Context: an optimization exercise on an open-source flow, tuned for a short achievable clock period and few clock cycles. The choices shown serve that exercise and are no tape-out recipe. Only simulation tests tie the RTL to the original design; equivalence was not proved.

==> inputs of v38 <==
Design rvCore, start of the top module:
module rvCore #(
    parameter int imemWords = 128,
    parameter int dmemWords = 64
) (
    input  logic                         clock,
    input  logic                         rstN,
    input  logic                         imemWrEn,
    input  logic [$clog2(imemWords)-1:0] imemWrAddr,
    input  rvPkg::wordT                  imemWrData,
    output logic                         wbValid,
    output rvPkg::regIdxT                wbRd,
    output rvPkg::wordT                  wbData
);
    logic [6:0]  pc;
    logic [31:0] fInstr;
    logic        fPredTaken;
    logic [6:0]  fPredNext;
    logic [6:0]  fAltNext;
    logic        fHaz;
    logic [31:0] aInstr;
    logic        aPredTaken;
    logic [6:0]  aPredNext;
    logic [6:0]  aAltNext;
    logic        aHaz;
    logic [31:0] w0Instr;
    logic        w0PredTaken;
    logic [6:0]  w0PredNext;
    logic [6:0]  w0AltNext;
    logic        stale0;
    logic [31:0] w1Instr;
    logic [14:0] w1Pd;
    logic        w1Ok;
    logic [31:0] s0Instr;
    logic        s0Ok;
    logic [31:0] s1Instr;
    logic [14:0] s1Pd;
    logic        s1Ok;
    logic        seedOk;
    logic [31:0] rs1ValS;
    logic [31:0] rs2ValS;
    logic [6:0]  sOpcode;
    logic [4:0]  sRd;
    logic        sIsOp;
    logic        sIsImm;
    logic        sIsLoad;
    logic        sIsStore;
    logic [3:0]  sAluCode;
    logic [31:0] sImmI;
  ...
==> flow/config.mk <==
export PLATFORM = sky130hd
export DESIGN_NAME = rvCore
export DESIGN_NICKNAME = rvCore
export VERILOG_FILES = /design/flow/design.v
export SDC_FILE = /design/flow/constraint.sdc
export NUM_CORES = 4
export LEC_CHECK = 0
export CAP_MARGIN = 20
export CORE_MARGIN = 2
export CORE_UTILIZATION = 35
export PLACE_DENSITY = 0.5
export SETUP_SLACK_MARGIN = 4.8
export SLEW_MARGIN = 20
export SYNTH_HIERARCHICAL = 1
export TNS_END_PERCENT = 30
==> flow/constraint.sdc <==
create_clock -name core_clock -period 8.0 [get_ports {clock}]
set_input_delay 1.6000 -clock core_clock [delete_from_list [all_inputs] [get_ports {clock}]]
set_output_delay 1.6000 -clock core_clock [all_outputs]
set_load 0.01 [all_outputs]
run.sh (not shown) runs the stock make flow with config.mk's settings and CLKGATE_MAP_FILE= SYNTH_SCRIPT=/design/flow/synth_recipe.tcl, a recipe that flattens the netlist after the stock synthesis.
==> v27 (differences from v38) <==
--- a/flow/design.v
+++ b/flow/design.v
@@ -12,43 +12,47 @@
 module fetchStage (
     input  logic        clock,
     input  logic        rstN,
     input  logic        imemWrEn,
     input  logic [6:0]  imemWrAddr,
     input  logic [31:0] imemWrData,
+    input  logic        flipEn,
+    input  logic [6:0]  flipAddr,
     input  logic [6:0]  fAddr,
+    input  logic [7:0]  fHi,
+    input  logic [15:0] fLo,
     output logic [31:0] fInstr,
     output logic        fPredTaken,
     output logic [6:0]  fPredNext,
     output logic [6:0]  fAltNext,
     output logic        fHaz,
     input  logic [6:0]  aAddr,
+    input  logic [7:0]  aHi,
+    input  logic [15:0] aLo,
     output logic [31:0] aInstr,
     output logic        aPredTaken,
     output logic [6:0]  aPredNext,
     output logic [6:0]  aAltNext,
     output logic        aHaz,
     output logic [31:0] w0Instr,
-    output logic        w0PredTaken,
-    output logic [6:0]  w0PredNext,
-    output logic [6:0]  w0AltNext,
+    output logic [14:0] w0Pd,
     output logic [31:0] w1Instr,
     output logic [14:0] w1Pd,
     output logic        w1Ok
 );
     logic [31:0] imem [128];
     logic [14:0] pd   [128];
-    logic [14:0] fPd;
-    logic [14:0] aPd;
     logic        lrValid;
     logic [6:0]  lrAddr;
     logic [31:0] lrData;
     logic        lpValid;
     logic [6:0]  lpAddr;
     logic [31:0] lpData;
     logic [14:0] lpPd;
+    logic [14:0] fPd;
+    logic [14:0] aPd;
     function automatic logic [14:0] predecode(input logic [31:0] w, input logic [6:0] k);
         logic       isJal;
         logic       isBr;
         logic       tk;
         logic [6:0] tgt;
         logic [6:0] nxt;
@@ -68,26 +72,42 @@
         lpData  <= lrData;
         lpPd    <= predecode(lrData, lrAddr);
     end
     always_ff @(posedge clock) begin
         if (lpValid) begin
             imem[lpAddr] <= lpData;
-            pd[lpAddr]   <= lpPd;
         end
     end
-    assign fInstr = imem[fAddr];
-    assign fPd = pd[fAddr];
+    always_ff @(posedge clock) begin
+        for (int k = 0; k < 128; k++) begin
+            if (lpValid && lpAddr == k) begin
+                pd[k] <= lpPd;
+            end else if (flipEn && flipAddr == k) begin
+                pd[k] <= {!pd[k][14], pd[k][6:0], pd[k][13:7]};
+            end
+        end
+    end
+    always_comb begin
+        fInstr = 32'd0;
+        fPd    = 15'd0;
+        aInstr = 32'd0;
+        aPd    = 15'd0;
+        for (int k = 0; k < 128; k++) begin
+            fInstr = fInstr | ({32{fHi[k / 16] && fLo[k % 16]}} & imem[k]);
+            fPd    = fPd    | ({15{fHi[k / 16] && fLo[k % 16]}} & pd[k]);
+            aInstr = aInstr | ({32{aHi[k / 16] && aLo[k % 16]}} & imem[k]);
+            aPd    = aPd    | ({15{aHi[k / 16] && aLo[k % 16]}} & pd[k]);
+        end
+    end
     assign {fPredTaken, fPredNext, fAltNext} = fPd;
-    assign fHaz = (lrValid && lrAddr == fAddr) || (lpValid && lpAddr == fAddr);
-    assign aInstr = imem[aAddr];
-    assign aPd = pd[aAddr];
     assign {aPredTaken, aPredNext, aAltNext} = aPd;
+    assign fHaz = (lrValid && lrAddr == fAddr) || (lpValid && lpAddr == fAddr);
     assign aHaz = (lrValid && lrAddr == aAddr) || (lpValid && lpAddr == aAddr);
     assign w0Instr = (lrValid && lrAddr == 7'd0) ? lrData :
                      ((lpValid && lpAddr == 7'd0) ? lpData : imem[0]);
-    assign {w0PredTaken, w0PredNext, w0AltNext} = predecode(w0Instr, 7'd0);
+    assign w0Pd    = predecode(w0Instr, 7'd0);
     assign w1Instr = (lrValid && lrAddr == 7'd1) ? lrData :
                      ((lpValid && lpAddr == 7'd1) ? lpData : imem[1]);
     assign w1Pd    = (lpValid && lpAddr == 7'd1) ? lpPd : pd[1];
     assign w1Ok    = !(lrValid && lrAddr == 7'd1);
 endmodule
 `timescale 1ns/1ps
@@ -135,12 +155,17 @@
 endmodule
 `timescale 1ns/1ps
 module executeStage (
     input  logic        clock,
     input  logic [31:0] opA,
     input  logic [31:0] opB,
+    input  logic [31:0] shA,
+    input  logic [4:0]  shamt,
+    input  logic [31:0] stData,
+    input  logic [31:0] cmpA,
+    input  logic [31:0] cmpB,
     input  logic [10:0] memSum,
     input  logic        isLoad,
     input  logic        sraFill,
     input  logic        store,
     input  logic        misEq,
     input  logic        misNe,
@@ -174,42 +199,42 @@
     assign ldSel = isLoad ? memSel : 64'd0;
     memoryStage uMemory (
         .clock(clock),
         .rdSel(ldSel),
         .wrSel(memSel),
         .wrEn(store),
-        .wrData(opB),
+        .wrData(stData),
         .rdData(loadOut)
     );
-    assign srIn  = {sraFill && opA[31], opA};
+    assign srIn  = {sraFill && shA[31], shA};
     addUnit uAdd (
         .a(opA),
         .b(opB),
         .sum(addOut)
     );
     subUnit uSub (
         .a(opA),
         .b(opB),
         .diff(subOut)
     );
     shiftLeftUnit uSll (
-        .a(opA),
-        .sh(opB[4:0]),
+        .a(shA),
+        .sh(shamt),
         .out(sllOut)
     );
     shiftRightUnit uSr (
         .a(srIn),
-        .sh(opB[4:0]),
+        .sh(shamt),
         .out(srFull)
     );
     assign andOut = opA & opB;
     assign orOut  = opA | opB;
     assign srOut  = srFull[31:0];
     branchUnit uBranch (
-        .opA(opA),
-        .opB(opB),
+        .opA(cmpA),
+        .opB(cmpB),
         .misEq(misEq),
         .misNe(misNe),
         .misLt(misLt),
         .misGe(misGe),
         .mispredict(mispredict)
     );
@@ -320,26 +345,37 @@
     input  rvPkg::wordT                  imemWrData,
     output logic                         wbValid,
     output rvPkg::regIdxT                wbRd,
     output rvPkg::wordT                  wbData
 );
     logic [6:0]  pc;
+    logic [7:0]  pcHi;
+    logic [15:0] pcLo;
+    logic [7:0]  nHi;
+    logic [6:0]  pcHeld;
+    logic [15:0] nLo;
+    logic [7:0]  dFAltHi;
+    logic [15:0] dFAltLo;
+    logic [7:0]  dAAltHi;
+    logic [15:0] dAAltLo;
+    logic [7:0]  altHi;
+    logic [15:0] altLo;
     logic [31:0] fInstr;
     logic        fPredTaken;
     logic [6:0]  fPredNext;
     logic [6:0]  fAltNext;
     logic        fHaz;
     logic [31:0] aInstr;
     logic        aPredTaken;
     logic [6:0]  aPredNext;
     logic [6:0]  aAltNext;
     logic        aHaz;
     logic [31:0] w0Instr;
-    logic        w0PredTaken;
-    logic [6:0]  w0PredNext;
-    logic [6:0]  w0AltNext;
+    logic [14:0] w0Pd;
+    logic [14:0] s0Pd;
+    logic        s0Fresh;
     logic        stale0;
     logic [31:0] w1Instr;
     logic [14:0] w1Pd;
     logic        w1Ok;
     logic [31:0] s0Instr;
     logic        s0Ok;
@@ -360,12 +396,13 @@
     logic        eLoad;
     logic [3:0]  eCode;
     logic        rValid;
     logic [31:0] rInstr;
     logic        rPredTaken;
     logic [6:0]  rAltNext;
+    logic [6:0]  rPc;
     logic [6:0]  rFetch;
     logic        nValid;
     logic [31:0] nInstr;
     logic        nPredTaken;
     logic [6:0]  nAltNext;
     logic [6:0]  nFetch;
@@ -379,12 +416,18 @@
     logic [31:0] dAInstr;
     logic        dAPredTaken;
     logic [6:0]  dAAltNext;
     logic [31:0] dInstr;
     logic        dPredTaken;
     logic [6:0]  dAltNext;
+    logic [6:0]  dFPc;
+    logic [6:0]  dAPc;
+    logic [6:0]  dPc;
+    logic [6:0]  nPc;
+    logic [6:0]  xPc;
+    logic [6:0]  xPcQ;
     logic [31:0] rs1ValN;
     logic [31:0] rs2ValN;
     logic [31:0] rs1ValA;
     logic [31:0] rs2ValA;
     logic [6:0]  opcode;
     logic [4:0]  rd;
@@ -417,12 +460,20 @@
     logic        xSquash;
     logic        xRegWrite;
     logic        xStore;
     logic [4:0]  xRd;
     logic [31:0] xOpA;
     logic [31:0] xOpB;
+    logic [4:0]  xShamt;
+    logic [31:0] xShA;
+    logic [31:0] xStData;
+    logic        eStore;
+    logic [31:0] xCmpA;
+    logic [31:0] xCmpB;
+    logic        eShift;
+    logic        eBranch;
     logic [10:0] xMemSum;
     logic        xIsLoad;
     logic        xSelAdd;
     logic        xSelSub;
     logic        xSelAnd;
     logic        xSelOr;
@@ -454,35 +505,41 @@
     fetchStage uFetch (
         .clock(clock),
         .rstN(rstN),
         .imemWrEn(imemWrEn),
         .imemWrAddr(imemWrAddr),
         .imemWrData(imemWrData),
+        .flipEn(xSquash),
+        .flipAddr(xPcQ),
         .fAddr(pc),
+        .fHi(pcHi),
+        .fLo(pcLo),
         .fInstr(fInstr),
         .fPredTaken(fPredTaken),
         .fPredNext(fPredNext),
         .fAltNext(fAltNext),
         .fHaz(fHaz),
         .aAddr(dAltNext),
+        .aHi(altHi),
+        .aLo(altLo),
         .aInstr(aInstr),
         .aPredTaken(aPredTaken),
         .aPredNext(aPredNext),
         .aAltNext(aAltNext),
         .aHaz(aHaz),
         .w0Instr(w0Instr),
-        .w0PredTaken(w0PredTaken),
-        .w0PredNext(w0PredNext),
-        .w0AltNext(w0AltNext),
+        .w0Pd(w0Pd),
         .w1Instr(w1Instr),
         .w1Pd(w1Pd),
         .w1Ok(w1Ok)
     );
     assign stale0 = imemWrEn && imemWrAddr == 7'd0;
     always_ff @(posedge clock) begin
         s0Instr <= w0Instr;
+        s0Pd    <= w0Pd;
+        s0Fresh <= !(!rstN && imemWrEn && imemWrAddr == 7'd0);
         s0Ok    <= !(!rstN && imemWrEn && imemWrAddr == 7'd0)
                    && w0Instr[6:0] != rvPkg::opBranch && w0Instr[6:0] != rvPkg::opJal;
         s1Instr <= w1Instr;
         s1Pd    <= w1Pd;
         s1Ok    <= w1Ok && !(!rstN && imemWrEn && imemWrAddr == 7'd1);
     end
@@ -490,58 +547,107 @@
     always_comb begin
         if (seedOk) begin
             rValid     = 1'b1;
             rInstr     = s1Instr;
             rPredTaken = s1Pd[14];
             rAltNext   = s1Pd[6:0];
+            rPc        = 7'd1;
             rFetch     = s1Pd[13:7];
         end else begin
-            rValid     = !stale0;
-            rInstr     = w0Instr;
-            rPredTaken = w0PredTaken;
-            rAltNext   = w0AltNext;
-            rFetch     = stale0 ? 7'd0 : w0PredNext;
+            rValid     = s0Fresh && !stale0;
+            rInstr     = s0Instr;
+            rPredTaken = s0Pd[14];
+            rAltNext   = s0Pd[6:0];
+            rPc        = 7'd0;
+            rFetch     = (s0Fresh && !stale0) ? s0Pd[13:7] : 7'd0;
         end
     end
     always_comb begin
         if (!rstN) begin
             nValid     = rValid;
             nInstr     = rInstr;
             nPredTaken = rPredTaken;
             nAltNext   = rAltNext;
+            nPc        = rPc;
             nFetch     = rFetch;
         end else if (memStall) begin
             nValid     = 1'b1;
             nInstr     = dInstr;
             nPredTaken = dPredTaken;
             nAltNext   = dAltNext;
-            nFetch     = pc;
+            nPc        = dPc;
+            nFetch     = pcHeld;
         end else begin
             nValid     = !fHaz;
             nInstr     = fInstr;
             nPredTaken = fPredTaken;
             nAltNext   = fAltNext;
-            nFetch     = fHaz ? pc : fPredNext;
+            nPc        = pc;
+            nFetch     = fHaz ? pcHeld : fPredNext;
         end
     end
     assign mValid = rstN ? xAltOk : rValid;
     assign mFetch = !rstN ? rFetch : (xAltOk ? xAltPredNext : xAltPc);
     always_ff @(posedge clock) begin
         dFInstr     <= nInstr;
         dFPredTaken <= nPredTaken;
         dFAltNext   <= nAltNext;
+        dFPc        <= nPc;
+        dAPc        <= xAltPc;
+        xPc         <= rstN ? dPc : 7'd0;
+        xPcQ        <= xPc;
         dAInstr     <= xAltInstr;
         dAPredTaken <= xAltPredTaken;
         dAAltNext   <= xAltAltNext;
         useAlt      <= rstN && mispredict;
         dValid      <= mispredict ? mValid : nValid;
         pc          <= mispredict ? mFetch : nFetch;
+        pcHi        <= mispredict ? oneHot8(mFetch[6:4]) : nHi;
+        pcLo        <= mispredict ? oneHot16(mFetch[3:0]) : nLo;
+        dFAltHi     <= oneHot8(nAltNext[6:4]);
+        dFAltLo     <= oneHot16(nAltNext[3:0]);
+        dAAltHi     <= oneHot8(xAltAltNext[6:4]);
+        dAAltLo     <= oneHot16(xAltAltNext[3:0]);
     end
     assign dInstr     = useAlt ? dAInstr     : dFInstr;
     assign dPredTaken = useAlt ? dAPredTaken : dFPredTaken;
     assign dAltNext   = useAlt ? dAAltNext   : dFAltNext;
+    assign dPc        = useAlt ? dAPc        : dFPc;
+    assign altHi      = useAlt ? dAAltHi     : dFAltHi;
+    assign altLo      = useAlt ? dAAltLo     : dFAltLo;
+    always_comb begin
+        pcHeld = 7'd0;
+        for (int k = 0; k < 8; k++) begin
+            pcHeld[6:4] = pcHeld[6:4] | (pcHi[k] ? 3'(k) : 3'd0);
+        end
+        for (int k = 0; k < 16; k++) begin
+            pcHeld[3:0] = pcHeld[3:0] | (pcLo[k] ? 4'(k) : 4'd0);
+        end
+    end
+    always_comb begin
+        if (!rstN) begin
+            nHi = oneHot8(rFetch[6:4]);
+            nLo = oneHot16(rFetch[3:0]);
+        end else if (memStall || fHaz) begin
+            nHi = oneHot8(pc[6:4]);
+            nLo = oneHot16(pc[3:0]);
+        end else begin
+            nHi = oneHot8(fPredNext[6:4]);
+            nLo = oneHot16(fPredNext[3:0]);
+        end
+    end
+    function automatic logic [7:0] oneHot8(input logic [2:0] idx);
+        for (int k = 0; k < 8; k++) begin
+            oneHot8[k] = (idx == k);
+        end
+    endfunction
+    function automatic logic [15:0] oneHot16(input logic [3:0] idx);
+        for (int k = 0; k < 16; k++) begin
+            oneHot16[k] = (idx == k);
+        end
+    endfunction
     function automatic logic [7:0] memOffset(input logic [31:0] ins);
         memOffset = (ins[6:0] == rvPkg::opStore) ? {ins[27:25], ins[11:7]} : ins[27:20];
     endfunction
     function automatic logic [10:0] wordSum(input logic [7:0] base, input logic [7:0] off);
         logic [5:0] p;
         logic [5:0] g;
@@ -596,12 +702,15 @@
     assign sIsLoad  = sOpcode == rvPkg::opLoad;
     assign sIsStore = sOpcode == rvPkg::opStore;
     assign sAluCode = sIsOp ? {s0Instr[30], s0Instr[14:12]} : (sIsImm ? {1'b0, s0Instr[14:12]} : 4'b0000);
     assign sImmI    = {{20{s0Instr[31]}}, s0Instr[31:20]};
     assign eLoad = rstN ? isLoad : sIsLoad;
     assign eCode = rstN ? aluCode : sAluCode;
+    assign eShift = !eLoad && (eCode == 4'b0001 || eCode == 4'b0101 || eCode == 4'b1101);
+    assign eBranch = rstN && isBranch;
+    assign eStore  = rstN ? isStore : sIsStore;
     assign rs1Val = useAlt ? rs1ValA : rs1ValN;
     assign rs2Val = useAlt ? rs2ValA : rs2ValN;
     assign xWrites = xRegWrite && !xSquash;
     assign memStall = dValid && (isLoad || isStore) && xWrites && xRd == rs1;
     assign memSum   = useAlt ? wordSum(rs1ValA[7:0], memOffset(dAInstr))
                              : wordSum(rs1ValN[7:0], memOffset(dFInstr));
@@ -675,12 +784,17 @@
         xMisGe    <= rstN && dValid && (dPredTaken ? brLt : brGe);
     end
     always_ff @(posedge clock) begin
         xRd      <= rstN ? rd : sRd;
         xOpA     <= nextOpA;
         xOpB     <= nextOpB;
+        xShamt   <= eShift ? nextOpB[4:0] : 5'd0;
+        xShA     <= eShift ? nextOpA : 32'd0;
+        xStData  <= eStore ? nextOpB : 32'd0;
+        xCmpA    <= eBranch ? nextOpA : 32'd0;
+        xCmpB    <= eBranch ? nextOpB : 32'd0;
         xMemSum  <= rstN ? memSum : wordSum(rs1ValS[7:0], memOffset(s0Instr));
         xIsLoad  <= eLoad;
         xSelSub  <= !eLoad && eCode == 4'b1000;
         xSelAnd  <= !eLoad && eCode == 4'b0111;
         xSelOr   <= !eLoad && eCode == 4'b0110;
         xSelSll  <= !eLoad && eCode == 4'b0001;
@@ -696,12 +810,17 @@
         xAltOk        <= !aHaz;
     end
     executeStage uExecute (
         .clock(clock),
         .opA(xOpA),
         .opB(xOpB),
+        .shA(xShA),
+        .shamt(xShamt),
+        .stData(xStData),
+        .cmpA(xCmpA),
+        .cmpB(xCmpB),
         .memSum(xMemSum),
         .isLoad(xIsLoad),
         .sraFill(xSraFill),
         .store(rstN && xStore && !xSquash),
         .misEq(xMisEq && !xSquash),
         .misNe(xMisNe && !xSquash),
Settings changed: CORE_UTILIZATION 35 to 45, PLACE_DENSITY 0.5 to 0.62.
==> comparison table <==
Run status: v27 aborted with a tool error; v38 complete, no violations
Stage where the flow stopped: v27 global routing (5_1_grt); v38 -
Count of synthesis-stage warnings from yosys: v27 13; v38 12
Clock sink total: v27 9789; v38 9540
Clk Tree Root Cell: v27 clkbuf_16; v38 clkbuf_16
Number of placed instances with taps included: v27 44700; v38 41100
Number of rows created at floorplan: v27 373; v38 421
Mean post-synth cell area: v27 14.8 um2; v38 18.9 um2
Final estimated routing congestion in global placement: v27 1.29; v38 0.936
DIE HEIGHT: v27 1020 um; v38 1150 um
Total CTS buffers: v27 1175; v38 1131
HPWL reported at the end of detailed placement: v27 2750000 um; v38 1100000 um
H-tree depth: v27 7; v38 7
Worst setup slack after placement: v27 2.24 ns; v38 2.62 ns
Maximum buffer depth of the clock tree: v27 6; v38 6
Area after DPL: v27 496000 um2; v38 488000 um2
Number of placed I/O pins: v27 80; v38 80
Number of buffers added on ports: v27 79; v38 79
Post-CTS setup buffers: v27 2269; v38 1047
Horizontal extent of the die: v27 1020 um; v38 1150 um
Post-cts sizing count: v27 5765; v38 3182
Count of mapped cells out of synthesis: v27 31500; v38 24400
Hold buffer count at cts: v27 0; v38 0
Synth Cell Area: v27 465000 um2; v38 462000 um2
Initial core utilization: v27 45.1%; v38 35.1%
Testbench counts of v38, summed over its fixed seeds: cycles 17,013.
Testbench counts of v27, summed over its fixed seeds: cycles 16,899.

afterwards: timing with drivers on the ports:
In the flow no input, the clock included, has a driving cell. The finished layout below was timed again as built, in two steps. Step 1 sets driving cells, clkbuf_16 on the clock port and buf_2 on the other inputs (assumed; they add their load-dependent delay and slew). Step 2 moves the port delays by t, midway between the first and last clock arrival at a register: inputs arrive t later, outputs are due t later. That takes back most of the time a late clock gives input paths. a / b / c = ideal / step 1 / step 2; a / b = the first two.
run: v38
t, ns: 1.480
setup WS [ns]: 4.073 / 4.073 / 2.914
worst setup path at the end: input to register
worst slew at a driven data input, ns: 0.21
After both steps setup and hold are still met in v38. The setup slack of v38 moves by 0.000 ns with the drivers and by -1.159 ns with both steps.
